This is an optimization exercise on Yosys and OpenROAD, whose aim is a short achievable clock period and few clock cycles, not a production implementation.
Only simulation tests tie the RTL to the original design; equivalence was not proved.
Power is estimated from default activity; no workload was simulated.

==> design/flow/design.v <==
package tinker_pkg;
    typedef logic [63:0] word_t;      
    typedef logic [31:0] addr_t;      
    typedef logic [31:0] instr_t;     
    typedef logic [4:0]  reg_idx_t;   
    typedef logic [11:0] literal_t;   
    typedef enum logic [4:0] {
        op_and     = 5'h00,
        op_or      = 5'h01,
        op_xor     = 5'h02,
        op_not     = 5'h03,
        op_shftr   = 5'h04,
        op_shftri  = 5'h05,
        op_shftl   = 5'h06,
        op_shftli  = 5'h07,
        op_br      = 5'h08,   
        op_brr_rd  = 5'h09,   
        op_brr_l   = 5'h0a,   
        op_brnz    = 5'h0b,   
        op_brgt    = 5'h0e,   
        op_halt    = 5'h0f,
        op_load    = 5'h10,   
        op_nop_mov = 5'h11,   
        op_mov_l   = 5'h12,   
        op_store   = 5'h13,   
        op_add     = 5'h18,
        op_addi    = 5'h19,
        op_sub     = 5'h1a,
        op_subi    = 5'h1b
    } opcode_t;
    typedef enum logic [1:0] {
        fwd_rf,      
        fwd_exmem,   
        fwd_memwb    
    } fwd_sel_t;
    typedef enum logic {
        core_run,
        core_halted
    } core_state_t;
    typedef struct packed {
        logic reg_write;
        logic mem_read;
        logic mem_write;
        logic mem_to_reg;
        logic halt;
    } ctrl_t;
    typedef struct packed {
        ctrl_t    ctrl;
        opcode_t  opcode;
        reg_idx_t rd;
        reg_idx_t rs;
        reg_idx_t rt;
        literal_t literal;
        word_t    rd_val;
        word_t    rs_val;
        word_t    rt_val;
    } idex_t;
    typedef struct packed {
        ctrl_t    ctrl;
        word_t    alu_result;   
        word_t    store_data;
        reg_idx_t dest;
    } exmem_t;
    typedef struct packed {
        ctrl_t    ctrl;
        word_t    load_data;
        word_t    alu_result;
        reg_idx_t dest;
    } memwb_t;
    typedef struct packed {
        logic     write;
        reg_idx_t dest;
        word_t    data;
    } wb_t;
    typedef struct packed {
        logic  read;
        logic  write;
        addr_t addr;
        word_t wdata;
    } dmem_req_t;
    localparam instr_t NOP_INSTR = 32'h8800_0000;   
endpackage
module fetch_stage #(
    parameter tinker_pkg::addr_t pc_reset_addr = 32'h2000
) (
    input  logic   clk,
    input  logic   reset,
    input  logic   stall,           
    input  logic   take_branch,
    input  tinker_pkg::addr_t  branch_target,
    input  logic   halt_seen,       
    output tinker_pkg::addr_t  imem_addr,
    input  tinker_pkg::instr_t imem_data,
    output tinker_pkg::addr_t  ifid_pc,
    output tinker_pkg::instr_t ifid_instr
);
    tinker_pkg::core_state_t state;
    tinker_pkg::addr_t       pc;
    tinker_pkg::addr_t       pc_next;
    assign imem_addr = pc;   
    always_comb begin
        pc_next = pc + 32'd4;
        if (state == tinker_pkg::core_halted || stall || halt_seen)
            pc_next = pc;
        else if (take_branch)
            pc_next = branch_target;
    end
    always_ff @(posedge clk or posedge reset) begin
        if (reset) begin
            state      <= tinker_pkg::core_run;
            pc         <= pc_reset_addr;
            ifid_pc    <= pc_reset_addr;
            ifid_instr <= tinker_pkg::NOP_INSTR;
        end else begin
            pc <= pc_next;
            if (state == tinker_pkg::core_run && !stall) begin
                ifid_pc <= pc;
                if (halt_seen) begin
                    state      <= tinker_pkg::core_halted;   
                    ifid_instr <= tinker_pkg::NOP_INSTR;     
                end else if (take_branch)
                    ifid_instr <= tinker_pkg::NOP_INSTR;     
                else
                    ifid_instr <= imem_data;
            end
        end
    end
endmodule
module reg_file (
    input  logic     clk,
    input  logic     reset,
    input  tinker_pkg::reg_idx_t rd_idx,
    input  tinker_pkg::reg_idx_t rs_idx,
    input  tinker_pkg::reg_idx_t rt_idx,
    output tinker_pkg::word_t    rd_val,
    output tinker_pkg::word_t    rs_val,
    output tinker_pkg::word_t    rt_val,
    input  tinker_pkg::wb_t      wb
);
    tinker_pkg::word_t regs [32];
    always_ff @(posedge clk or posedge reset) begin
        if (reset) begin
            for (int i = 0; i < 31; i++)
                regs[i] <= '0;
            regs[31] <= 64'h8_0000;   
        end else if (wb.write) begin
            regs[wb.dest] <= wb.data;
        end
    end
    function automatic logic [63:0] read_port(logic [4:0] idx);
        if (wb.write && wb.dest == idx)
            read_port = wb.data;
        else
            read_port = regs[idx];
    endfunction
    always_comb begin
        rd_val = read_port(rd_idx);
        rs_val = read_port(rs_idx);
        rt_val = read_port(rt_idx);
    end
endmodule
module decode_stage (
    input  logic     clk,
    input  logic     reset,
    input  tinker_pkg::addr_t    ifid_pc,
    input  tinker_pkg::instr_t   ifid_instr,
    output tinker_pkg::reg_idx_t rd_idx,
    output tinker_pkg::reg_idx_t rs_idx,
    output tinker_pkg::reg_idx_t rt_idx,
    input  tinker_pkg::word_t    rd_val,
    input  tinker_pkg::word_t    rs_val,
    input  tinker_pkg::word_t    rt_val,
    input  logic     exmem_write,     
    input  tinker_pkg::reg_idx_t exmem_dest,
    output logic     stall,
    output logic     take_branch,
    output tinker_pkg::addr_t    branch_target,
    output logic     halt_seen,
    output tinker_pkg::idex_t    idex
);
    tinker_pkg::opcode_t  opcode;
    tinker_pkg::literal_t literal;
    tinker_pkg::ctrl_t    ctrl;
    logic     taken;    
    logic     use_hit;
    logic     br_rd, br_rs, br_rt;   
    logic     br_hit;
    assign opcode  = tinker_pkg::opcode_t'(ifid_instr[31:27]);
    assign rd_idx  = ifid_instr[26:22];
    assign rs_idx  = ifid_instr[21:17];
    assign rt_idx  = ifid_instr[16:12];
    assign literal = ifid_instr[11:0];
    always_comb begin
        ctrl = '0;
        case (opcode)
            tinker_pkg::op_add, tinker_pkg::op_addi, tinker_pkg::op_sub, tinker_pkg::op_subi,
            tinker_pkg::op_and, tinker_pkg::op_or, tinker_pkg::op_xor, tinker_pkg::op_not,
            tinker_pkg::op_shftr, tinker_pkg::op_shftri, tinker_pkg::op_shftl, tinker_pkg::op_shftli,
            tinker_pkg::op_nop_mov, tinker_pkg::op_mov_l:
                ctrl.reg_write = 1'b1;
            tinker_pkg::op_load: begin
                ctrl.reg_write  = 1'b1;
                ctrl.mem_read   = 1'b1;
                ctrl.mem_to_reg = 1'b1;
            end
            tinker_pkg::op_store: ctrl.mem_write = 1'b1;
            tinker_pkg::op_halt:  ctrl.halt      = 1'b1;
            default:  ctrl = '0;   
        endcase
    end
    always_comb begin
        taken         = 1'b0;
        branch_target = rd_val[31:0];
        case (opcode)
            tinker_pkg::op_br:     taken = 1'b1;
            tinker_pkg::op_brr_rd: begin
                taken         = 1'b1;
                branch_target = ifid_pc + rd_val[31:0];
            end
            tinker_pkg::op_brr_l: begin
                taken         = 1'b1;
                branch_target = ifid_pc + {{18{literal[11]}}, literal, 2'b00};
            end
            tinker_pkg::op_brnz:   taken = (rs_val != '0);
            tinker_pkg::op_brgt:   taken = ($signed(rs_val) > $signed(rt_val));
            default:   taken = 1'b0;
        endcase
    end
    assign use_hit = idex.ctrl.mem_read &&
                     (idex.rd == rd_idx || idex.rd == rs_idx || idex.rd == rt_idx);
    always_comb begin
        br_rd = 1'b0;
        br_rs = 1'b0;
        br_rt = 1'b0;
        case (opcode)
            tinker_pkg::op_br, tinker_pkg::op_brr_rd: br_rd = 1'b1;
            tinker_pkg::op_brnz: begin
                br_rd = 1'b1;
                br_rs = 1'b1;
            end
            tinker_pkg::op_brgt: begin
                br_rd = 1'b1;
                br_rs = 1'b1;
                br_rt = 1'b1;
            end
            default: ;
        endcase
    end
    assign br_hit = (idex.ctrl.reg_write &&
                     ((br_rd && idex.rd == rd_idx) || (br_rs && idex.rd == rs_idx) ||
                      (br_rt && idex.rd == rt_idx))) ||
                    (exmem_write &&
                     ((br_rd && exmem_dest == rd_idx) || (br_rs && exmem_dest == rs_idx) ||
                      (br_rt && exmem_dest == rt_idx)));
    assign stall       = use_hit || br_hit;
    assign take_branch = taken && !stall;                   
    assign halt_seen   = (opcode == tinker_pkg::op_halt) && !stall;
    always_ff @(posedge clk or posedge reset) begin
        if (reset) begin
            idex <= '0;
        end else if (stall || take_branch) begin
            idex <= '0;   
        end else begin
            idex.ctrl    <= ctrl;
            idex.opcode  <= opcode;
            idex.rd      <= rd_idx;
            idex.rs      <= rs_idx;
            idex.rt      <= rt_idx;
            idex.literal <= literal;
            idex.rd_val  <= rd_val;
            idex.rs_val  <= rs_val;
            idex.rt_val  <= rt_val;
        end
    end
endmodule
module execute_stage (
    input  logic   clk,
    input  logic   reset,
    input  tinker_pkg::idex_t  idex,
    input  tinker_pkg::wb_t    wb,
    output tinker_pkg::exmem_t exmem
);
    logic [1:0]           rd_sel, rs_sel, rt_sel;
    tinker_pkg::word_t    rd_op, rs_op, rt_op;   
    tinker_pkg::word_t    lit;                   
    tinker_pkg::word_t    alu_result;
    function automatic logic [1:0] fwd_select(logic [4:0] src);
        if (exmem.ctrl.reg_write && exmem.dest == src)
            fwd_select = tinker_pkg::fwd_exmem;
        else if (wb.write && wb.dest == src)
            fwd_select = tinker_pkg::fwd_memwb;
        else
            fwd_select = tinker_pkg::fwd_rf;
    endfunction
    function automatic logic [63:0] fwd_value(logic [1:0] sel, logic [63:0] rf_val);
        case (sel)
            tinker_pkg::fwd_exmem: fwd_value = exmem.alu_result;
            tinker_pkg::fwd_memwb: fwd_value = wb.data;
            default:   fwd_value = rf_val;
        endcase
    endfunction
    always_comb begin
        rd_sel = fwd_select(idex.rd);
        rs_sel = fwd_select(idex.rs);
        rt_sel = fwd_select(idex.rt);
    end
    always_comb begin
        rd_op = fwd_value(rd_sel, idex.rd_val);
        rs_op = fwd_value(rs_sel, idex.rs_val);
        rt_op = fwd_value(rt_sel, idex.rt_val);
    end
    assign lit = {52'd0, idex.literal};
    always_comb begin
        case (idex.opcode)
            tinker_pkg::op_add:     alu_result = rs_op + rt_op;
            tinker_pkg::op_addi:    alu_result = rd_op + lit;
            tinker_pkg::op_sub:     alu_result = rs_op - rt_op;
            tinker_pkg::op_subi:    alu_result = rd_op - lit;
            tinker_pkg::op_and:     alu_result = rs_op & rt_op;
            tinker_pkg::op_or:      alu_result = rs_op | rt_op;
            tinker_pkg::op_xor:     alu_result = rs_op ^ rt_op;
            tinker_pkg::op_not:     alu_result = ~rs_op;
            tinker_pkg::op_shftr:   alu_result = rs_op >> rt_op[5:0];
            tinker_pkg::op_shftri:  alu_result = rd_op >> idex.literal[5:0];
            tinker_pkg::op_shftl:   alu_result = rs_op << rt_op[5:0];
            tinker_pkg::op_shftli:  alu_result = rd_op << idex.literal[5:0];
            tinker_pkg::op_nop_mov: alu_result = rs_op;
            tinker_pkg::op_mov_l:   alu_result = {rd_op[63:12], idex.literal};   
            tinker_pkg::op_load:    alu_result = rs_op + lit;   
            tinker_pkg::op_store:   alu_result = rd_op + lit;   
            default:    alu_result = '0;
        endcase
    end
    always_ff @(posedge clk or posedge reset) begin
        if (reset) begin
            exmem <= '0;
        end else begin
            exmem.ctrl       <= idex.ctrl;
            exmem.alu_result <= alu_result;
            exmem.store_data <= rt_op;      
            exmem.dest       <= idex.rd;
        end
    end
endmodule
module mem_wb_stage (
    input  logic      clk,
    input  logic      reset,
    input  tinker_pkg::exmem_t    exmem,
    output tinker_pkg::dmem_req_t dmem_req,
    input  tinker_pkg::word_t     dmem_rdata,
    output tinker_pkg::wb_t       wb,
    output logic      hlt
);
    tinker_pkg::memwb_t memwb;
    logic   halt_flag;   
    always_comb begin
        dmem_req.read  = exmem.ctrl.mem_read;
        dmem_req.write = exmem.ctrl.mem_write;
        dmem_req.addr  = exmem.alu_result[31:0];
        dmem_req.wdata = exmem.store_data;
    end
    always_ff @(posedge clk or posedge reset) begin
        if (reset) begin
            memwb     <= '0;
            halt_flag <= 1'b0;
        end else begin
            memwb.ctrl       <= exmem.ctrl;
            memwb.load_data  <= dmem_rdata;   
            memwb.alu_result <= exmem.alu_result;
            memwb.dest       <= exmem.dest;
            if (memwb.ctrl.halt)
                halt_flag <= 1'b1;
        end
    end
    assign wb.write = memwb.ctrl.reg_write;
    assign wb.dest  = memwb.dest;
    assign wb.data  = memwb.ctrl.mem_to_reg ? memwb.load_data : memwb.alu_result;
    assign hlt = halt_flag | memwb.ctrl.halt;   
endmodule
module tinker_core #(
    parameter tinker_pkg::addr_t pc_reset_addr = 32'h2000
) (
    input  logic      clk,
    input  logic      reset,
    output tinker_pkg::addr_t     imem_addr,
    input  tinker_pkg::instr_t    imem_data,
    output tinker_pkg::dmem_req_t dmem_req,
    input  tinker_pkg::word_t     dmem_rdata,
    output logic      hlt
);
    tinker_pkg::addr_t  ifid_pc;
    tinker_pkg::instr_t ifid_instr;
    logic  stall;
    logic  take_branch;
    tinker_pkg::addr_t branch_target;
    logic  halt_seen;
    tinker_pkg::reg_idx_t rd_idx, rs_idx, rt_idx;
    tinker_pkg::word_t    rd_val, rs_val, rt_val;
    tinker_pkg::idex_t  idex;
    tinker_pkg::exmem_t exmem;
    tinker_pkg::wb_t    wb;
    fetch_stage #(
        .pc_reset_addr(pc_reset_addr)
    ) u_fetch (
        .clk          (clk),
        .reset        (reset),
        .stall        (stall),
        .take_branch  (take_branch),
        .branch_target(branch_target),
        .halt_seen    (halt_seen),
        .imem_addr    (imem_addr),
        .imem_data    (imem_data),
        .ifid_pc      (ifid_pc),
        .ifid_instr   (ifid_instr)
    );
    reg_file u_regs (
        .clk   (clk),
        .reset (reset),
        .rd_idx(rd_idx),
        .rs_idx(rs_idx),
        .rt_idx(rt_idx),
        .rd_val(rd_val),
        .rs_val(rs_val),
        .rt_val(rt_val),
        .wb    (wb)        
    );
    decode_stage u_decode (
        .clk          (clk),
        .reset        (reset),
        .ifid_pc      (ifid_pc),
        .ifid_instr   (ifid_instr),
        .rd_idx       (rd_idx),
        .rs_idx       (rs_idx),
        .rt_idx       (rt_idx),
        .rd_val       (rd_val),
        .rs_val       (rs_val),
        .rt_val       (rt_val),
        .exmem_write  (exmem.ctrl.reg_write),
        .exmem_dest   (exmem.dest),
        .stall        (stall),
        .take_branch  (take_branch),
        .branch_target(branch_target),
        .halt_seen    (halt_seen),
        .idex         (idex)
    );
    execute_stage u_execute (
        .clk  (clk),
        .reset(reset),
        .idex (idex),
        .wb   (wb),       
        .exmem(exmem)
    );
    mem_wb_stage u_mem_wb (
        .clk       (clk),
        .reset     (reset),
        .exmem     (exmem),
        .dmem_req  (dmem_req),
        .dmem_rdata(dmem_rdata),
        .wb        (wb),
        .hlt       (hlt)
    );
endmodule
module tinker_top (
    input  logic        clk,
    input  logic        reset,
    output logic [31:0] imem_addr,
    input  logic [31:0] imem_data,
    output logic        dmem_read,
    output logic        dmem_write,
    output logic [31:0] dmem_addr,
    output logic [63:0] dmem_wdata,
    input  logic [63:0] dmem_rdata,
    output logic        hlt
);
    tinker_pkg::dmem_req_t dmem_req;
    tinker_core #(
        .pc_reset_addr(32'h2000)
    ) u_core (
        .clk       (clk),
        .reset     (reset),
        .imem_addr (imem_addr),
        .imem_data (imem_data),
        .dmem_req  (dmem_req),
        .dmem_rdata(dmem_rdata),
        .hlt       (hlt)
    );
    assign dmem_read  = dmem_req.read;
    assign dmem_write = dmem_req.write;
    assign dmem_addr  = dmem_req.addr;
    assign dmem_wdata = dmem_req.wdata;
endmodule
==> design/flow/run.sh <==
#!/bin/bash
# synth_recipe.tcl (not shown) runs the flow's synth.tcl, then flattens the netlist and writes it again
# the make line also repeats each setting of config.mk as NAME=value (left out here)
make -C /OpenROAD-flow-scripts/flow DESIGN_CONFIG=/design/flow/config.mk WORK_HOME=/design/flow/orfs CLKGATE_MAP_FILE= SYNTH_SCRIPT=/design/flow/synth_recipe.tcl finish
==> design/flow/config.mk <==
export PLATFORM = sky130hd
export DESIGN_NAME = tinker_top
export DESIGN_NICKNAME = tinker_top
export VERILOG_FILES = /design/flow/design.v
export SDC_FILE = /design/flow/constraint.sdc
export NUM_CORES = 8
export LEC_CHECK = 0
export CAP_MARGIN = 20
export CORE_MARGIN = 2
export CORE_UTILIZATION = 25
export PLACE_DENSITY = 0.4
export SLEW_MARGIN = 20
==> design/flow/constraint.sdc <==
create_clock -name core_clock -period 10.0 [get_ports {clk}]
set_input_delay 2.0000 -clock core_clock [delete_from_list [all_inputs] [get_ports {clk}]]
set_output_delay 2.0000 -clock core_clock [all_outputs]
set_load 0.01 [all_outputs]
==> results.toml <==
[run_status]
status = "no timing/DRC/antenna violations"

[detailed_routing]
top_layer = "met5"
wl_mm = 1500
drt-pass1-iter-count = 13
drt-met1-wl_mm = 550
wl_met2_mm = 613
first_iter_violations = 37100
met3WireLength_mm = 184
num_vias = 205000
avgRoutedWirePerCell_um = 49.8
ant_nets = 0
drcViolationCount = 0
via_per_inst = 6.82

[power_and_ir_drop]
finalPower_uw = 102000
cellPowerDensity_nw_per_um2 = 502
ir_drop_v = 0.000383
power.leakage_uw = 0.0841

[synth]
async_reset_ff_share_pct = 100
synth_edf_count = 0
ys_seq_area_share_pct = 38.3
ys_types = 99
synth_fp_nets = 21300
syn-cell-area_sq_um = 173000
yosys_warnings = 6
synth-main-ff-cell = "dfrtp_1"
syn_inst = 20800
ys_ff_latch = 2647
syn_area_per_cell_sq_um = 8.32

[sta]
setup_viol = 0
worst_pin_slew_ps = 1380
fmax_mhz = 103
finalCritPeriodShare_pct = 97.2
fin_crit_ps = 9720
hold_viol = 0
relSlewSlack_pct = 7.72
grt_setup_unrepaired = "false"
tns_ps = 0
skew_ps = 142
slew_violations = 0

[clocking]
clk_pin_slew_ps = 70
cts_buffer_depth = 4
cts_made_buffers = 341
cts_root_buf = "clkbuf_16"
cts_tree = "done"
htreeDepth = 5
cts_setup_buffers = 0
cts_resized = 0
cts.sinks = 2647
clock_latency_ps = 1150
cts_hold_buf = 0

[run]
drv_cap = 0

[floorplan]
die_h_um = 836
rows = 305
ios = 229
start_util_pct = 25.1
die_w_um = 836
core_region_area_sq_um = 690000
dieArea_sq_um = 699000

[cells_and_area]
fin_nets = 20800
stdcell_area_sq_um = 203000
syn_to_final_growth_pct = 17.5
fillers = 74100
seq_area_sq_um = 66300
multi_input_area_sq_um = 99900
layout-drive-gt1-share_pct = 11.7
fin_cells = 30100

[worst_setup_path]
crit_path_start_kind = "flip-flop"
worstSetupEndpointType = "flip-flop"
cp.arrival_ps = 10630
cp_max_fo = 59
cp.required_ps = 10910
critical_path_class = "reg -> reg"
r2r_cells = 22
worstReg2RegEnd = "u_core.u_decode.idex[55]"
worstReg2RegStart = "u_core.u_fetch.ifid_instr[18]"
reg2reg_slack_ps = 280

[min_path]
hp-start = "u_core.u_execute.exmem[133]"
worstHoldEndpoint = "u_core.u_mem_wb.memwb[133]"
hold_path_class = "reg -> reg"
min_path_cells = 0

[global_routing]
grt_pass1_vias = 187000
gr-total-overflow = 0
antenna_found_initial = 232
grt_pass1_wl_mm = 1940
grt_usage_pct = 40.9
grt_max_degree = 165

[place]
placed_area_sq_um = 191000
place.gp.congestion = 1.05
dpl.cell_count = 29200
portBuffers = 228
place_hpwl_mm = 1020
[metrics by stage]
| stage | hold slack [ps] | setup WS [ps] | utilization [%] |
|---|---|---|---|
| floorplan | 331 | -28810 | - |
| global placement | 343 | 514 | 27.6 |
| detailed placement | 335 | 705 | 27.7 |
| CTS | 347 | 604 | 29.4 |
| global route | 354 | 542 | 29.4 |
| finish | 345 | 284 | 29.5 |
[metal layers]
layer / track usage (%) / vias up
li1: - / 77200
met1: 48.5 / 103000
met2: 58.7 / 18700
met3: 15.9 / 6348
met4: 32.9 / 93
met5: 0.447 / -
[logic make-up (layout without fill, tap and decap cells)]
logic type | after synthesis | in the layout | share of synthesized area, %
DFF | 2647 | 2647 | 38.3
other | 0 | 201 | 0
muxes | 756 | 756 | 4.83
AOI/OAI and AO/OA | 7819 | 7819 | 30.2
and+or+nand+nor | 6397 | 6397 | 16.5
xor gates and xnor gates | 358 | 358 | 1.81
adders and majority gates | 361 | 361 | 2.63
buffers and inverters | 2487 | 2328 | 5.77
[cells in the final DEF (no fill, tap or decap), drive strengths merged, types with 469 or more instances in the layout]
cell type	count
dfrtp	2642
nor2	2500
a21oi	2271
nand2	1717
o21ai	1340
a22oi	1331
buf	1123
a221oi	735
a22o	717
nand3	619
mux2i	556
nand4	478
clkbuf	469
[power breakdown]
group	internal [uW]	switching, uW	leakage (uW)
registers	15200	8140	0.0340
logic	17600	47800	0.0443
clock network	7720	5760	0.00575
total	40500	61700	0.0841
[final cells by class]
class                      count  area share [%]
sequential                  2647            32.6
antenna                      201           0.247
tap                         9210            5.66
multi-input combinational  15700            49.1
clock inverter               152           0.972
inverter                     356           0.667
clock buffer                 469            4.80
timing repair buffer        1351            5.95
[flip-flops by register name, indices dropped and copies added, names as in the netlist]
register	count
u_core.u_regs.regs	2048
u_core.u_decode.idex	228
u_core.u_execute.exmem	137
u_core.u_mem_wb.memwb	136
u_core.u_fetch.ifid_instr	32
u_core.u_fetch.ifid_pc	32
u_core.u_fetch.pc	32
u_core.u_fetch.state	1
u_core.u_mem_wb.halt_flag	1
[critical path, cell delays in order, from the launching register on]
cell,delay [ps]
dfrtp_4,900
nor2b_4,370
buf_4,420
buf_4,290
and3_1,260
a2111oi_0,1040
nand3_1,140
or4_1,980
a22oi_1,720
inv_1,110
ha_1,330
nand4_1,140
or4_1,450
o21a_1,290
o221a_2,280
xor2_1,380
nand3_1,550
buf_4,360
nand2_1,260
or2_4,200
buf_12,210
buf_12,330
nor2_1,100
[worst max path at each step]
stage                                              to                          start  depth (start not counted)  slack, ps
final                        u_core.u_decode.idex[55]  u_core.u_fetch.ifid_instr[18]                         22        280
after global routing      u_core.u_execute.exmem[129]       u_core.u_mem_wb.memwb[3]                         27        540
after CTS                   u_core.u_decode.idex[175]  u_core.u_fetch.ifid_instr[19]                         25        600
after detailed placement    u_core.u_decode.idex[175]  u_core.u_fetch.ifid_instr[19]                         25        710
after global placement      u_core.u_decode.idex[113]  u_core.u_fetch.ifid_instr[19]                         25        510
after floorplan               u_core.u_decode.idex[0]                          reset                          1     -28810
[synthesized netlist by cell type, types with 53 or more instances]
cell type     n  area share, %
a21oi_1    2271            6.6
nor2_1     2498            5.4
o22ai_1     102           0.37
a2111oi_0    83           0.42
a21o_1      136           0.59
ha_1        356            2.6
nand2_1    1716            3.7
o221ai_1     72           0.36
a22oi_1    1331            5.8
buf_4       108           0.47
and2_1       91           0.33
mux2i_1     556            3.2
o32a_1       66           0.38
o21ai_0    1332            3.8
o211ai_1    137           0.59
o31a_1       53           0.27
a221oi_1    735            3.7
buf_1       234           0.51
clkbuf_1   1635            3.5
nor4_1       70           0.25
nand4_1     478            1.7
buf_2       146           0.42
xor2_1       98           0.50
a211oi_1     98           0.42
nor3_1      325           0.94
xnor2_1     260            1.3
mux2_2      152           0.99
dfrtp_1    2642             38
o32ai_1      73           0.37
o31ai_1     135           0.59
or3_1        59           0.21
inv_1       342           0.74
a31oi_1      79           0.29
a22o_1      717            3.6
nand3_1     619            1.8
and3_1      274           0.99
Testbench counts, summed over its fixed seeds: cycles 108,767.

==> static timing again, ports no longer ideal <==
The results above use ideal ports. As a check the final layout listed here was re-extracted and re-timed, cells and wires unchanged. Step 1 assumes that a clkbuf_16 drives the clock port and a buf_2 every other input. Step 2 also shifts input and output timing later by t, the mid clock arrival at the registers, as if the neighbouring blocks saw the same clock. Slacks: ideal / step 1 / step 2; pairs: ideal / step 1.
t (ns): 1.220
setup slack, ns: 0.284 / 0.284 / 0.284
hold slack, ns: 0.345 / 0.345 / 0.345
worst data-port slew with drivers (ns): 0.14
After both steps this run still meets setup and hold. The setup slack of this run moves by 0.000 ns with the drivers and by 0.000 ns with both steps.
